From an optimization exercise on the open Yosys and OpenROAD flow, aimed at small area, a short achievable clock period and few clock cycles per item; shortcuts taken in it are not production practice. At most, simulation tests tie the RTL to the original design; equivalence was not proved.

== oak ==
==> flow/design.v <==
package alu_pkg;
  localparam int unsigned DATA_W = 32;
  localparam int unsigned OP_W   = 4;
  localparam int unsigned SH_W   = 5;
  localparam logic [OP_W-1:0] OP_LRS  = 4'b0000;
  localparam logic [OP_W-1:0] OP_LLS  = 4'b0001;
  localparam logic [OP_W-1:0] OP_ARS  = 4'b0010;
  localparam logic [OP_W-1:0] OP_ALS  = 4'b0011;
  localparam logic [OP_W-1:0] OP_ADD  = 4'b0100;
  localparam logic [OP_W-1:0] OP_SUB  = 4'b0101;
  localparam logic [OP_W-1:0] OP_MUL  = 4'b0110;
  localparam logic [OP_W-1:0] OP_AND  = 4'b1000;
  localparam logic [OP_W-1:0] OP_OR   = 4'b1001;
  localparam logic [OP_W-1:0] OP_NOR  = 4'b1010;
  localparam logic [OP_W-1:0] OP_NAND = 4'b1011;
  localparam logic [OP_W-1:0] OP_XOR  = 4'b1100;
  localparam int unsigned MUL_K     = 4;
  localparam int unsigned MUL_STEPS = DATA_W / MUL_K;
endpackage
import alu_pkg::*;
module alu_arbiter_alu
(
  input  logic [DATA_W-1:0] op1,
  input  logic [DATA_W-1:0] op2,
  input  logic [OP_W-1:0]   alu_op,
  output logic [DATA_W-1:0] result_c,   
  output logic              zero_c,
  output logic              ovf_c,
  output logic              err_c
);
  logic              s_add, s_shr, s_shl, s_logic, s_mul, sub, ars, als;
  logic [3:0]        lut;
  logic [DATA_W-1:0] b_x;
  logic [DATA_W-1:0] sum;
  logic [DATA_W-1:0] p0, gg, gp;
  logic              add_ovf, add_zero;
  logic              fill;
  logic [DATA_W-1:0] x;
  logic [DATA_W-1:0] mask;
  logic              drop_or;    
  logic              drop_and;   
  logic              sh_ovf;
  logic [DATA_W-1:0] logic_r;
  logic [DATA_W-1:0] shl_r;
  always_comb begin
    s_add   = (alu_op == OP_ADD) || (alu_op == OP_SUB);
    sub     = alu_op[0];
    s_shr   = (alu_op == OP_LRS) || (alu_op == OP_ARS);
    s_shl   = (alu_op == OP_LLS) || (alu_op == OP_ALS);
    ars     = (alu_op == OP_ARS);
    als     = alu_op[1];
    s_mul   = (alu_op == OP_MUL);
    s_logic = alu_op[3];
    err_c   = (alu_op == 4'b0111) || (alu_op == 4'b1101) || (alu_op == 4'b1110) ||
              (alu_op == 4'b1111);
    case (alu_op)
      OP_AND:  lut = 4'b1000;
      OP_OR:   lut = 4'b1110;
      OP_NOR:  lut = 4'b0001;
      OP_NAND: lut = 4'b0111;
      OP_XOR:  lut = 4'b0110;
      default: lut = 4'b0000;
    endcase
    b_x = op2 ^ {DATA_W{sub}};
    p0  = op1 ^ b_x;
    gg  = op1 & b_x;
    gp  = p0;
    gg[0] = gg[0] | (p0[0] & sub);
    for (int l = 0; (1 << l) < DATA_W; l++)
      for (int i = 0; i < DATA_W; i++)
        if (i & (1 << l)) begin
          gg[i] = gg[i] | (gp[i] & gg[((i >> l) << l) - 1]);
          gp[i] = gp[i] & gp[((i >> l) << l) - 1];
        end
    sum      = p0 ^ {gg[DATA_W-2:0], sub};
    add_ovf  = (op1[DATA_W-1] == b_x[DATA_W-1]) && (sum[DATA_W-1] != op1[DATA_W-1]);
    add_zero = &((op1 ^ b_x) ~^ {op1[DATA_W-2:0] | b_x[DATA_W-2:0], sub});
    fill = ars & op1[DATA_W-1];
    for (int i = 0; i < DATA_W; i++) x[i] = s_shl ? op1[DATA_W-1-i] : op1[i];
    drop_or  = 1'b0;
    drop_and = 1'b1;
    for (int k = SH_W - 1; k >= 0; k--) begin
      mask = DATA_W'((64'd1 << (1 << k)) - 64'd1);
      if (op2[k]) begin
        drop_or  = drop_or | (|(x & mask));
        drop_and = drop_and & (&(x | ~mask));
        x        = (x >> (1 << k)) | ({DATA_W{fill}} & ~({DATA_W{1'b1}} >> (1 << k)));
      end
    end
    for (int i = 0; i < DATA_W; i++) shl_r[i] = x[DATA_W-1-i];
    sh_ovf = als ? !((drop_and & x[0]) | (!drop_or & !x[0])) : drop_or;
    for (int i = 0; i < DATA_W; i++) logic_r[i] = lut[{op1[i], op2[i]}];
    result_c = logic_r
             | ({DATA_W{s_add}} & sum)
             | ({DATA_W{s_shr}} & x)
             | ({DATA_W{s_shl}} & shl_r)
             | ({DATA_W{s_mul}} & op2);
    ovf_c    = (s_add & add_ovf) | (s_shl & sh_ovf);
    zero_c   = s_add ? add_zero : (s_shr | s_shl) ? ~|x : s_logic ? ~|logic_r : 1'b1;
  end
endmodule
module alu_arbiter_mul
(
  input  logic [DATA_W-1:0]       op1,
  input  logic [DATA_W-1:0]       mpl,
  input  logic                    prev,
  input  logic [DATA_W-1:0]       hi,
  output logic [DATA_W+MUL_K-1:0] acc_c
);
  localparam int N = DATA_W + MUL_K;
  localparam int R = MUL_K / 2;
  always_comb begin
    logic [MUL_K:0]  bx;
    logic            neg, one, two;
    logic [DATA_W:0] pp;
    logic [N-1:0]    ps, pc, kv, tv, cc;
    logic [N-1:0]    gg, gp, p0;
    bx = {mpl[MUL_K-1:0], prev};
    kv = '0;
    kv = kv - ({{(N-1){1'b0}}, 1'b1} << (DATA_W - 1));
    for (int j = 0; j < R; j++) kv = kv - ({{(N-1){1'b0}}, 1'b1} << (DATA_W + 2 * j));
    ps = {{MUL_K{1'b0}}, ~hi[DATA_W-1], hi[DATA_W-2:0]};
    pc = '0;
    for (int j = 0; j < R; j++) begin
      neg = bx[2*j+2];
      one = bx[2*j+1] ^ bx[2*j];
      two = (bx[2*j+2] & !bx[2*j+1] & !bx[2*j]) | (!bx[2*j+2] & bx[2*j+1] & bx[2*j]);
      pp  = ({(DATA_W+1){one}} & {op1[DATA_W-1], op1}) | ({(DATA_W+1){two}} & {op1, 1'b0});
      pp  = pp ^ {(DATA_W+1){neg}};
      pp[DATA_W] = ~pp[DATA_W];
      kv[2*j] = neg;
      tv  = {{(MUL_K-1){1'b0}}, pp};
      tv  = tv << (2 * j);
      if (j == 0) begin
        pc = tv;
      end else begin
        cc = ((ps & pc) | (ps & tv) | (pc & tv)) << 1;
        ps = ps ^ pc ^ tv;
        pc = cc;
      end
    end
    cc = ((ps & pc) | (ps & kv) | (pc & kv)) << 1;
    ps = ps ^ pc ^ kv;
    p0 = ps ^ cc;
    gg = ps & cc;
    gp = p0;
    for (int l = 0; (1 << l) < N; l++)
      for (int i = (2 << l) - 1; i < N; i += (2 << l)) begin
        gg[i] = gg[i] | (gp[i] & gg[i - (1 << l)]);
        gp[i] = gp[i] & gp[i - (1 << l)];
      end
    for (int l = 5; l >= 0; l--)
      for (int i = 3 * (1 << l) - 1; i < N; i += (2 << l)) begin
        if ((1 << l) < N) begin
          gg[i] = gg[i] | (gp[i] & gg[i - (1 << l)]);
          gp[i] = gp[i] & gp[i - (1 << l)];
        end
      end
    acc_c = p0 ^ {gg[N-2:0], 1'b0};
  end
endmodule
import alu_pkg::*;
module alu_arbiter
#(
  parameter int unsigned RR_INIT = 0
) (
  input  logic              clk,
  input  logic              resetn,
  input  logic              req0_valid,
  output logic              req0_ready,
  input  logic [DATA_W-1:0] req0_op1,
  input  logic [DATA_W-1:0] req0_op2,
  input  logic [OP_W-1:0]   req0_alu_op,
  input  logic              req1_valid,
  output logic              req1_ready,
  input  logic [DATA_W-1:0] req1_op1,
  input  logic [DATA_W-1:0] req1_op2,
  input  logic [OP_W-1:0]   req1_alu_op,
  output logic              rsp0_valid,
  input  logic              rsp0_ready,
  output logic              rsp1_valid,
  input  logic              rsp1_ready,
  output logic [DATA_W-1:0] rsp_result,
  output logic              rsp_zero,
  output logic              rsp_ovf,
  output logic              rsp_err,
  output logic              busy
);
  localparam int unsigned CNT_W = (MUL_STEPS > 1) ? $clog2(MUL_STEPS) : 1;
  logic              busy_q;
  logic              mul_q;     
  logic [CNT_W-1:0]  cnt_q;
  logic              gid;
  logic              last;
  logic [DATA_W-1:0] res_q;     
  logic              zero_q;
  logic              ovf_q;
  logic              err_q;
  logic              s_mul_q;   
  logic [DATA_W-1:0] a_q;       
  logic [DATA_W-1:0] hi_q;      
  logic              prev_q;    
  logic              grant_c;
  logic              hs_c;
  logic              take_c;
  logic [DATA_W-1:0] a_in, b_in;
  logic [OP_W-1:0]   op_in;
  logic [DATA_W-1:0] alu_result_c;
  logic              alu_zero_c, alu_ovf_c, alu_err_c;
  logic [DATA_W+MUL_K-1:0] acc_c;
  always_comb begin
    grant_c    = (req0_valid && req1_valid) ? ~last : req1_valid;
    req0_ready = resetn && !busy_q && req0_valid && !grant_c;
    req1_ready = resetn && !busy_q && req1_valid && grant_c;
    hs_c       = req0_ready || req1_ready;
    a_in       = grant_c ? req1_op1 : req0_op1;
    b_in       = grant_c ? req1_op2 : req0_op2;
    op_in      = grant_c ? req1_alu_op : req0_alu_op;
    take_c     = (rsp0_valid && rsp0_ready) || (rsp1_valid && rsp1_ready);
    busy       = busy_q;
  end
  alu_arbiter_alu u_alu (
    .op1      (a_in),
    .op2      (b_in),
    .alu_op   (op_in),
    .result_c (alu_result_c),
    .zero_c   (alu_zero_c),
    .ovf_c    (alu_ovf_c),
    .err_c    (alu_err_c)
  );
  alu_arbiter_mul u_mul (
    .op1   (a_q),
    .mpl   (res_q),
    .prev  (prev_q),
    .hi    (hi_q),
    .acc_c (acc_c)
  );
  always_comb begin
    rsp_result = res_q;
    rsp_zero   = s_mul_q ? ~|res_q : zero_q;
    rsp_ovf    = s_mul_q ? (hi_q != {DATA_W{res_q[DATA_W-1]}}) : ovf_q;
    rsp_err    = err_q;
  end
  always_ff @(posedge clk or negedge resetn) begin
    if (!resetn) begin
      busy_q     <= 1'b0;
      mul_q      <= 1'b0;
      cnt_q      <= '0;
      gid        <= 1'b0;
      last       <= (RR_INIT == 0) ? 1'b1 : 1'b0;
      rsp0_valid <= 1'b0;
      rsp1_valid <= 1'b0;
    end else begin
      if (hs_c) begin
        busy_q     <= 1'b1;
        gid        <= grant_c;
        last       <= grant_c;
        mul_q      <= (op_in == OP_MUL);
        cnt_q      <= '0;
        rsp0_valid <= (op_in != OP_MUL) && !grant_c;
        rsp1_valid <= (op_in != OP_MUL) && grant_c;
      end else if (mul_q) begin
        cnt_q <= cnt_q + 1'b1;
        if (cnt_q == CNT_W'(MUL_STEPS - 1)) begin
          mul_q      <= 1'b0;
          rsp0_valid <= !gid;
          rsp1_valid <= gid;
        end
      end else if (take_c) begin
        busy_q     <= 1'b0;
        rsp0_valid <= 1'b0;
        rsp1_valid <= 1'b0;
      end
    end
  end
  always_ff @(posedge clk) begin
    if (!busy_q) begin
      res_q   <= alu_result_c;
      zero_q  <= alu_zero_c;
      ovf_q   <= alu_ovf_c;
      err_q   <= alu_err_c;
      s_mul_q <= (op_in == OP_MUL);
      a_q     <= a_in;
      hi_q    <= '0;
      prev_q  <= 1'b0;
    end else if (mul_q) begin
      hi_q   <= acc_c[DATA_W+MUL_K-1:MUL_K];
      res_q  <= {acc_c[MUL_K-1:0], res_q[DATA_W-1:MUL_K]};
      prev_q <= res_q[MUL_K-1];
    end
  end
endmodule
==> flow/config.mk <==
export PLATFORM = sky130hd
export DESIGN_NAME = alu_arbiter
export DESIGN_NICKNAME = alu_arbiter
export VERILOG_FILES = /design/flow/design.v
export SDC_FILE = /design/flow/constraint.sdc
export NUM_CORES = 4
export LEC_CHECK = 0
export ABC_AREA = 1
export CAP_MARGIN = 20
export CORE_MARGIN = 2
export CORE_UTILIZATION = 45
export SETUP_SLACK_MARGIN = 5
export SLEW_MARGIN = 20
==> flow/constraint.sdc <==
create_clock -name core_clock -period 11.5 [get_ports {clk}]
set_input_delay 2.3000 -clock core_clock [delete_from_list [all_inputs] [get_ports {clk}]]
set_output_delay 2.3000 -clock core_clock [all_outputs]
set_load 0.01 [all_outputs]
run.sh (not shown) runs the stock make flow with config.mk's settings and CLKGATE_MAP_FILE= SYNTH_SCRIPT=/design/flow/synth_recipe.tcl, a recipe that flattens the netlist after the stock synthesis.
Changes in pine relative to oak:
--- a/flow/design.v
+++ b/flow/design.v
@@ -14,10 +14,11 @@
   localparam logic [OP_W-1:0] OP_NOR  = 4'b1010;
   localparam logic [OP_W-1:0] OP_NAND = 4'b1011;
   localparam logic [OP_W-1:0] OP_XOR  = 4'b1100;
   localparam int unsigned MUL_K     = 4;
   localparam int unsigned MUL_STEPS = DATA_W / MUL_K;
+  localparam int unsigned MUL_CNT_W = 3;   
 endpackage
 import alu_pkg::*;
 module alu_arbiter_alu
 (
   input  logic [DATA_W-1:0] op1,
@@ -184,11 +185,11 @@
   output logic              rsp_zero,
   output logic              rsp_ovf,
   output logic              rsp_err,
   output logic              busy
 );
-  localparam int unsigned CNT_W = (MUL_STEPS > 1) ? $clog2(MUL_STEPS) : 1;
+  localparam int unsigned CNT_W = MUL_CNT_W;
   logic              busy_q;
   logic              mul_q;     
   logic [CNT_W-1:0]  cnt_q;
   logic              gid;
   logic              last;
[summary]
pine: all stages complete, timing, DRC and antenna checks passed
Buffer depth of the longest clock path: pine vs oak identical
Share of cell area taken by flip-flops and latches: pine vs oak identical
Worst hold slack came out exactly the same in oak and pine.
Number of setup violations in the final report: oak vs pine identical
Compared with oak, in pine inverter count of the layout excluding clock inverters roughly the same, number of standard cells after synthesis roughly the same, remaining antenna violation count after routing roughly the same.
Testbench counts of pine, summed over its fixed seeds: cycles 8,544, items 3,200.
For oak, only the layout was checked, not whether the RTL still works.

[re-timing with driven ports]
The flow's constraints put no driver on any port. The routed layouts listed below were extracted and timed again, unchanged, in two steps.
Step 1 sets driving cells, clkbuf_16 on the clock port and buf_2 on the other inputs (assumed; they add their load-dependent delay and slew).
Step 2, shift: input delay + t, output delay - t, t = (earliest + latest rising clock arrival at the registers) / 2. This alone moves slack from input paths to output paths.
Slacks: ideal / step 1 / step 2; pairs: ideal / step 1.
| run | t (ns) | slack for setup (ns) | slew at the worst register clock pin (ns) | cell pins on the clock port's net |
|---|---|---|---|---|
| oak | 0.424 | 5.276 / 5.266 / 4.883 | 0.09 / 0.09 | 1 |
| pine | 0.424 | 5.276 / 5.266 / 4.883 | 0.09 / 0.09 | 1 |
After both steps every run listed still meets setup and hold.
